This is an optimization exercise on Yosys and OpenROAD, whose aim is small area, a short achievable clock period and few clock cycles per item, not a production implementation. In this exercise RTL edits were held to simulation tests only and were not proved equivalent to the original.

**flow/config.mk**
```make
export PLATFORM = sky130hd
export DESIGN_NAME = sha256_round_core
export DESIGN_NICKNAME = sha256_round_core
export VERILOG_FILES = /design/flow/design.v
export SDC_FILE = /design/flow/constraint.sdc
export NUM_CORES = 4
export LEC_CHECK = 0
export CAP_MARGIN = 20
export CORE_MARGIN = 2
export CORE_UTILIZATION = 40
export PLACE_DENSITY = 0.6
export SLEW_MARGIN = 20
```
**flow/constraint.sdc**
```tcl
create_clock -name core_clock -period 10.0 [get_ports {clock}]
set_input_delay 2.0000 -clock core_clock [delete_from_list [all_inputs] [get_ports {clock}]]
set_output_delay 2.0000 -clock core_clock [all_outputs]
set_load 0.01 [all_outputs]
```
**flow/design.v**
```verilog
`default_nettype none
package sha256_pkg;
  localparam logic [255:0] c_iv = {
    32'h6a09e667, 32'hbb67ae85, 32'h3c6ef372, 32'ha54ff53a,
    32'h510e527f, 32'h9b05688c, 32'h1f83d9ab, 32'h5be0cd19
  };
  typedef enum logic [2:0] {
    ST_IDLE  = 3'd0,
    ST_LOAD  = 3'd1,
    ST_REQ   = 3'd2,
    ST_WAIT  = 3'd3,
    ST_ROUND = 3'd4,
    ST_FINAL = 3'd5,
    ST_DONE  = 3'd6
  } state_t;
  function automatic logic [31:0] rotr(input logic [31:0] x, input integer n);
    rotr = (x >> n) | (x << (32 - n));
  endfunction
endpackage
`default_nettype wire
`default_nettype none
module sha256_k_rom (
  input  logic [5:0]  i_addr,
  output logic [31:0] o_k
);
  always_comb begin
    o_k = 32'h0;
    unique case (i_addr)
      6'd0:  o_k = 32'h428a2f98;  6'd1:  o_k = 32'h71374491;
      6'd2:  o_k = 32'hb5c0fbcf;  6'd3:  o_k = 32'he9b5dba5;
      6'd4:  o_k = 32'h3956c25b;  6'd5:  o_k = 32'h59f111f1;
      6'd6:  o_k = 32'h923f82a4;  6'd7:  o_k = 32'hab1c5ed5;
      6'd8:  o_k = 32'hd807aa98;  6'd9:  o_k = 32'h12835b01;
      6'd10: o_k = 32'h243185be;  6'd11: o_k = 32'h550c7dc3;
      6'd12: o_k = 32'h72be5d74;  6'd13: o_k = 32'h80deb1fe;
      6'd14: o_k = 32'h9bdc06a7;  6'd15: o_k = 32'hc19bf174;
      6'd16: o_k = 32'he49b69c1;  6'd17: o_k = 32'hefbe4786;
      6'd18: o_k = 32'h0fc19dc6;  6'd19: o_k = 32'h240ca1cc;
      6'd20: o_k = 32'h2de92c6f;  6'd21: o_k = 32'h4a7484aa;
      6'd22: o_k = 32'h5cb0a9dc;  6'd23: o_k = 32'h76f988da;
      6'd24: o_k = 32'h983e5152;  6'd25: o_k = 32'ha831c66d;
      6'd26: o_k = 32'hb00327c8;  6'd27: o_k = 32'hbf597fc7;
      6'd28: o_k = 32'hc6e00bf3;  6'd29: o_k = 32'hd5a79147;
      6'd30: o_k = 32'h06ca6351;  6'd31: o_k = 32'h14292967;
      6'd32: o_k = 32'h27b70a85;  6'd33: o_k = 32'h2e1b2138;
      6'd34: o_k = 32'h4d2c6dfc;  6'd35: o_k = 32'h53380d13;
      6'd36: o_k = 32'h650a7354;  6'd37: o_k = 32'h766a0abb;
      6'd38: o_k = 32'h81c2c92e;  6'd39: o_k = 32'h92722c85;
      6'd40: o_k = 32'ha2bfe8a1;  6'd41: o_k = 32'ha81a664b;
      6'd42: o_k = 32'hc24b8b70;  6'd43: o_k = 32'hc76c51a3;
      6'd44: o_k = 32'hd192e819;  6'd45: o_k = 32'hd6990624;
      6'd46: o_k = 32'hf40e3585;  6'd47: o_k = 32'h106aa070;
      6'd48: o_k = 32'h19a4c116;  6'd49: o_k = 32'h1e376c08;
      6'd50: o_k = 32'h2748774c;  6'd51: o_k = 32'h34b0bcb5;
      6'd52: o_k = 32'h391c0cb3;  6'd53: o_k = 32'h4ed8aa4a;
      6'd54: o_k = 32'h5b9cca4f;  6'd55: o_k = 32'h682e6ff3;
      6'd56: o_k = 32'h748f82ee;  6'd57: o_k = 32'h78a5636f;
      6'd58: o_k = 32'h84c87814;  6'd59: o_k = 32'h8cc70208;
      6'd60: o_k = 32'h90befffa;  6'd61: o_k = 32'ha4506ceb;
      6'd62: o_k = 32'hbef9a3f7;  6'd63: o_k = 32'hc67178f2;
      default: o_k = 32'h0;
    endcase
  end
endmodule
`default_nettype wire
`default_nettype none
module sha256_round_core
#(
  parameter int W_LAT = 2    
) (
  input  logic         clock,
  input  logic         reset,
  input  logic         start,
  input  logic         first_block,
  input  logic         w_reg_rdy,
  input  logic [31:0]  w_reg_data,
  output logic         w_reg_read,
  output logic [5:0]   w_reg_addr,
  output logic         busy,
  output logic         done,
  output logic [255:0] digest
);
  localparam logic [2:0] c_wait_last = 3'(W_LAT - 1);
  sha256_pkg::state_t      r_state;
  sha256_pkg::state_t      w_next;
  logic [5:0]  r_round;
  logic [2:0]  r_wait;
  logic        r_first;
  logic [31:0] r_a, r_b, r_c, r_d, r_e, r_f, r_g, r_h;
  logic [31:0] r_hv [8];
  logic [31:0] w_k;
  logic [31:0] w_sig0, w_sig1, w_ch, w_maj, w_t1, w_t2;
  sha256_k_rom u_k_rom (
    .i_addr (r_round),
    .o_k    (w_k)
  );
  assign w_sig0 = sha256_pkg::rotr(r_a, 2) ^ sha256_pkg::rotr(r_a, 13) ^ sha256_pkg::rotr(r_a, 22);
  assign w_sig1 = sha256_pkg::rotr(r_e, 6) ^ sha256_pkg::rotr(r_e, 11) ^ sha256_pkg::rotr(r_e, 25);
  assign w_ch   = (r_e & r_f) ^ (~r_e & r_g);
  assign w_maj  = (r_a & r_b) ^ (r_a & r_c) ^ (r_b & r_c);
  assign w_t1   = r_h + w_sig1 + w_ch + w_k + w_reg_data;
  assign w_t2   = w_sig0 + w_maj;
  assign w_reg_addr = r_round;
  assign digest     = {r_hv[0], r_hv[1], r_hv[2], r_hv[3],
                       r_hv[4], r_hv[5], r_hv[6], r_hv[7]};
  always_ff @(posedge clock or posedge reset) begin
    if (reset) r_state <= sha256_pkg::ST_IDLE;
    else       r_state <= w_next;
  end
  always_comb begin
    w_next     = r_state;
    w_reg_read = 1'b0;
    busy       = 1'b0;
    done       = 1'b0;
    unique case (r_state)
      sha256_pkg::ST_IDLE:  if (start) w_next = sha256_pkg::ST_LOAD;
      sha256_pkg::ST_LOAD: begin
        busy   = 1'b1;
        w_next = sha256_pkg::ST_REQ;
      end
      sha256_pkg::ST_REQ: begin
        busy = 1'b1;
        if (w_reg_rdy) begin
          w_reg_read = 1'b1;
          w_next     = sha256_pkg::ST_WAIT;
        end
      end
      sha256_pkg::ST_WAIT: begin
        busy = 1'b1;
        if (r_wait == c_wait_last) w_next = sha256_pkg::ST_ROUND;
      end
      sha256_pkg::ST_ROUND: begin
        busy   = 1'b1;
        w_next = (r_round == 6'd63) ? sha256_pkg::ST_FINAL : sha256_pkg::ST_REQ;
      end
      sha256_pkg::ST_FINAL: begin
        busy   = 1'b1;
        w_next = sha256_pkg::ST_DONE;
      end
      sha256_pkg::ST_DONE: begin
        done = 1'b1;
        if (!start) w_next = sha256_pkg::ST_IDLE;
      end
      default: w_next = sha256_pkg::ST_IDLE;
    endcase
  end
  always_ff @(posedge clock or posedge reset) begin
    if (reset) begin
      r_round <= 6'd0;
      r_wait  <= 3'd0;
      r_first <= 1'b0;
      r_a <= 32'h0; r_b <= 32'h0; r_c <= 32'h0; r_d <= 32'h0;
      r_e <= 32'h0; r_f <= 32'h0; r_g <= 32'h0; r_h <= 32'h0;
      for (int i = 0; i < 8; i++) r_hv[i] <= 32'h0;
    end else begin
      unique case (r_state)
        sha256_pkg::ST_IDLE: if (start) r_first <= first_block;
        sha256_pkg::ST_LOAD: begin
          r_round <= 6'd0;
          r_wait  <= 3'd0;
          if (r_first) begin
            for (int i = 0; i < 8; i++) r_hv[i] <= sha256_pkg::c_iv[255-32*i -: 32];
            {r_a, r_b, r_c, r_d, r_e, r_f, r_g, r_h} <= sha256_pkg::c_iv;
          end else begin
            {r_a, r_b, r_c, r_d, r_e, r_f, r_g, r_h} <= digest;
          end
        end
        sha256_pkg::ST_WAIT: begin
          if (r_wait == c_wait_last) r_wait <= 3'd0;
          else                       r_wait <= r_wait + 3'd1;
        end
        sha256_pkg::ST_ROUND: begin
          r_h <= r_g;
          r_g <= r_f;
          r_f <= r_e;
          r_e <= r_d + w_t1;
          r_d <= r_c;
          r_c <= r_b;
          r_b <= r_a;
          r_a <= w_t1 + w_t2;
          if (r_round != 6'd63) r_round <= r_round + 6'd1;
        end
        sha256_pkg::ST_FINAL: begin
          r_hv[0] <= r_hv[0] + r_a;
          r_hv[1] <= r_hv[1] + r_b;
          r_hv[2] <= r_hv[2] + r_c;
          r_hv[3] <= r_hv[3] + r_d;
          r_hv[4] <= r_hv[4] + r_e;
          r_hv[5] <= r_hv[5] + r_f;
          r_hv[6] <= r_hv[6] + r_g;
          r_hv[7] <= r_hv[7] + r_h;
        end
        sha256_pkg::ST_DONE: if (!start) r_first <= 1'b0;
        default: ;
      endcase
    end
  end
endmodule
`default_nettype wire
```
**flow/run.sh**
```bash
#!/bin/bash
# synth_recipe.tcl (not shown) runs the flow's synth.tcl, then flattens the netlist and writes it again
# the make line also repeats each setting of config.mk as NAME=value (left out here)
make -C /OpenROAD-flow-scripts/flow DESIGN_CONFIG=/design/flow/config.mk WORK_HOME=/design/flow/orfs CLKGATE_MAP_FILE= SYNTH_SCRIPT=/design/flow/synth_recipe.tcl finish
```
==> impl_summary.txt <==
----------------------------------------------------
[Synth]
  Share of synthesized flip-flops with an asynchronous set or reset ... 1.00
  Sequential fraction of the synthesis area ... 0.296
  Most used flip-flop cell after synthesis ... sky130_fd_sc_hd__dfrtp_1
  Count of flip-flops with a built-in enable after synthesis ... 0
  Unique masters post-synth ... 88
  Syn Inst Count ... 5263
  Count of yosys warnings during synthesis ... 3
  Cell area after synthesis ... 44300 um^2
  Net count after synthesis ... 5792
  Total of flip-flops plus latches after synthesis ... 525
  Avg Cell Area, Syn ... 8.42 um^2

[Clock network]
  Hold-fix buffer count after cts ... 0
  Total setup buffers inserted after CTS ... 0
  Clk slew on worst S/H paths ... 60 ps
  Total number of H-tree levels ... 3
  Clock tree from TritonCTS ... yes
  Cell at the root of the clock tree ... sky130_fd_sc_hd__clkbuf_16
  Count of clock tree sinks ... 525
  Skew-Pair Late Insertion Delay ... 650 ps
  Post_cts resized ... 0
  Max Root-Sink Buffers ... 3
  Number of buffers created by CTS ... 67

[Critical path]
  Critical Path Slowest Stage Cell ... sky130_fd_sc_hd__fa_1
  Critical Path Most Common Cell ... sky130_fd_sc_hd__fa_1
  Critical path type ... reg2reg
  Critical path capture point type ... flop
  Critical path peak fanout ... 19
  Required time at the worst-slack endpoint ... 10520 ps
  Element type at the critical path start ... flop
  Maximum single-stage delay on the critical path ... 510 ps
  Worst EP arrival ... 9740 ps

[STA]
  Final setup viols ... 0
  Final Max Slew Viols ... 0
  Highest achievable clock rate ... 108 MHz
  Worst max-slew margin expressed relative to the limit ... 0.269
  WHS ... 550 ps
  Final clock skew ... 32.7 ps
  Slew at the pin closest to its max-slew limit ... 1100 ps
  Total negative setup slack ... 0 ps
  Setup repair after global routing missed its margin ... false
  Final Hold Violating Endpoints ... 0
  Shortest clock period the worst path allows after layout ... 9220 ps
  Setup slack of the critical path after layout ... 783 ps
  Period Utilization, post-route ... 0.922

[Placed design]
  Routability congestion estimate ... 1.03
  Post-detailed-placement cell area ... 49000 um^2
  Post-Place Cells ... 6858
  Number of I/O port buffers ... 301
  HPWL reported at the end of detailed placement ... 140 mm
  Placement Setup Slack ... 463 ps

[Routing]
  Total via count in the routed design ... 41.8k
  Final antenna-violating net count ... 0
  Total iterations of the first detailed-routing run ... 5
  Count of unresolved DRC violations after routing ... 0
  Drt via density ... 5.99
  Number of DRC markers after the initial detailed-route iteration ... 4052
  DR WL/cell ... 26.5 um
  Drt total wl ... 185 mm

[Layout]
  Post-layout instance count excluding filler cells ... 6974
  Relative area change from synthesis to final layout ... 15.8%
  Share of final-layout standard cells stronger than drive strength 1 ... 0.0507
  Layout net count ... 5968
  N_diodes ... 0
  Final std cell area, no fill ... 51300 um^2

[GRT]
  Largest net degree at the start of global routing ... 153
  Antenna violations before repair ... 2
  Global-route congestion overflow total ... 0
  Global-route wire length before repair ... 272 mm
  Overall track demand over capacity in global routing ... 0.322
  Vias in the first global route ... 40.4k

[Hold path]
  Class of the most critical hold timing path ... reg2reg

[Floorplan]
  Number of placement rows ... 122
  Initial core utilization ... 0.402
  Die area ... 114000 um^2
  Horizontal die dimension ... 337 um
  # IOs ... 302
  Floorplan Core Area ... 110000 um^2
  Y dimension of the die ... 337 um

[Flow run]
  Total of max-cap violations ... 0

[Outcome]
  Outcome ... finished clean

----------------------------------------------------
## cell type report
| cell class | instances | area [um^2] |
|---|---|---|
| Fill cell | 10900 | 59000 |
| Multi-Input combinational cell | 4165 | 29100 |
| Sequential cell | 525 | 13100 |
| Timing Repair Buffer | 406 | 3900 |
| Clock buffer | 98 | 1970 |
| Tap cell | 1488 | 1860 |
| Inverter | 274 | 1030 |
| Clock inverter | 18 | 313 |
## state kept, by name (all words and copies together), names as in the netlist
register  count
r_hv        256
r_a          32
r_b          32
r_c          32
r_d          32
r_e          32
r_f          32
r_g          32
r_h          32
r_round       6
r_state       3
r_wait        3
r_first       1
## layout by cell type (no fill, tap or decap), drive strengths merged, types with 142 or more instances in the layout
| cell | instances |
|---|---|
| a21o | 142 |
| a21oi | 481 |
| clkdlybuf4s50 | 301 |
| dfrtp | 525 |
| ha | 359 |
| inv | 274 |
| nand2 | 655 |
| nand3 | 161 |
| nor2 | 319 |
| o21ai | 447 |
| xnor2 | 258 |
| xor2 | 182 |
## critical path, delay by kind of cell (launching register included)
family / cells / cell delay (ps)
and+or+nand+nor: 5 / 800
xor gates and xnor gates: 1 / 400
adders and majority gates: 9 / 3700
AOI/OAI and AO/OA: 17 / 3080
buffers and inverters: 5 / 750
DFF: 1 / 340
## routing by layer
layer | up-vias | track usage | part of all wire
met5 | - | 0 | 0.00015
met3 | 354 | 0.0552 | 0.075
li1 | 19000 | - | -
met2 | 1696 | 0.499 | 0.44
met4 | 4 | 0.139 | 0.048
met1 | 20800 | 0.440 | 0.43
## metrics by stage
| step | util |
|---|---|
| after floorplan | - |
| after global placement | 0.444 |
| after detailed placement | 0.444 |
| after CTS | 0.465 |
| after global routing | 0.465 |
| final | 0.465 |
## path summary, 6_finish.rpt
check                                              from                 endpoint  slack [ps]  cells after the start
worst max-delay path             r_round[1]$_DFFE_PP0P_      r_a[28]$_DFFE_PP0P_         780                     37
worst min-delay path            r_hv[6][20]$_DFFE_PP0P_  r_hv[6][20]$_DFFE_PP0P_         550                      2
worst min register to register  r_hv[6][20]$_DFFE_PP0P_  r_hv[6][20]$_DFFE_PP0P_         550                      2
min in group asynchronous                         reset  r_hv[7][18]$_DFFE_PP0P_        1670                      2
worst max register to register   r_round[1]$_DFFE_PP0P_      r_a[28]$_DFFE_PP0P_         780                     37
max in group asynchronous                         reset      r_c[13]$_DFFE_PP0P_        6310                      4
## kinds of logic after synthesis
group,after synthesis,synth area share
compound gates,1669,0.236
xor+xnor,440,0.0869
fa+ha+maj,515,0.167
buf+inv,573,0.0486
flops,525,0.296
mux,48,0.0133
simple gates,1493,0.152
## cells in the mapped netlist (all sizes together), types with 14 or more instances
cell / n / area (um^2)
a211oi: 56 / 430
a21o: 142 / 1070
a21oi: 481 / 2420
a221oi: 16 / 146
a22o: 16 / 140
a22oi: 98 / 736
a31oi: 51 / 319
and2: 20 / 125
and3: 33 / 206
buf: 30 / 118
clkbuf: 269 / 1010
dfrtp: 525 / 13100
fa: 133 / 2660
ha: 359 / 4490
inv: 272 / 1020
maj3: 23 / 230
mux2i: 31 / 310
nand2: 655 / 2460
nand2b: 47 / 294
nand3: 161 / 806
nand4: 19 / 119
nor2: 319 / 1200
nor2b: 43 / 269
nor3: 68 / 340
nor3b: 36 / 275
o211ai: 58 / 435
o21a: 39 / 293
o21ai: 447 / 2240
o21bai: 56 / 420
o221ai: 14 / 123
o22a: 20 / 175
o22ai: 21 / 131
o311ai: 14 / 123
o31ai: 33 / 248
or3: 43 / 269
xnor2: 258 / 2260
xor2: 182 / 1590
Testbench counts, summed over its fixed seeds: cycles 69,141, blocks 256.

-- what the ideal ports hide --
No port has a modelled driver above. Below, the same layout with a new extraction and two added sets of constraints. Step 1 assumes that a clkbuf_16 drives the clock port and a buf_2 every other input. Step 2 times the ports against the registers' clock, not the clock port: input delays grow and output delays shrink by t, the midpoint of the rising clock arrivals with the driver on. Three values: no drivers, after step 1, after step 2; two values: the first two.
t (ns): 0.714
setup slack, ns: 0.783 / 0.783 / 0.315
worst setup path after step 2: input to register
slew at the worst register clock pin (ns): 0.06 / 0.06
cell pins on the clock port's net: 1
After both steps setup and hold are still met in this run. For this run, drivers alone change the setup slack by 0.000 ns; drivers and shift together by -0.468 ns.
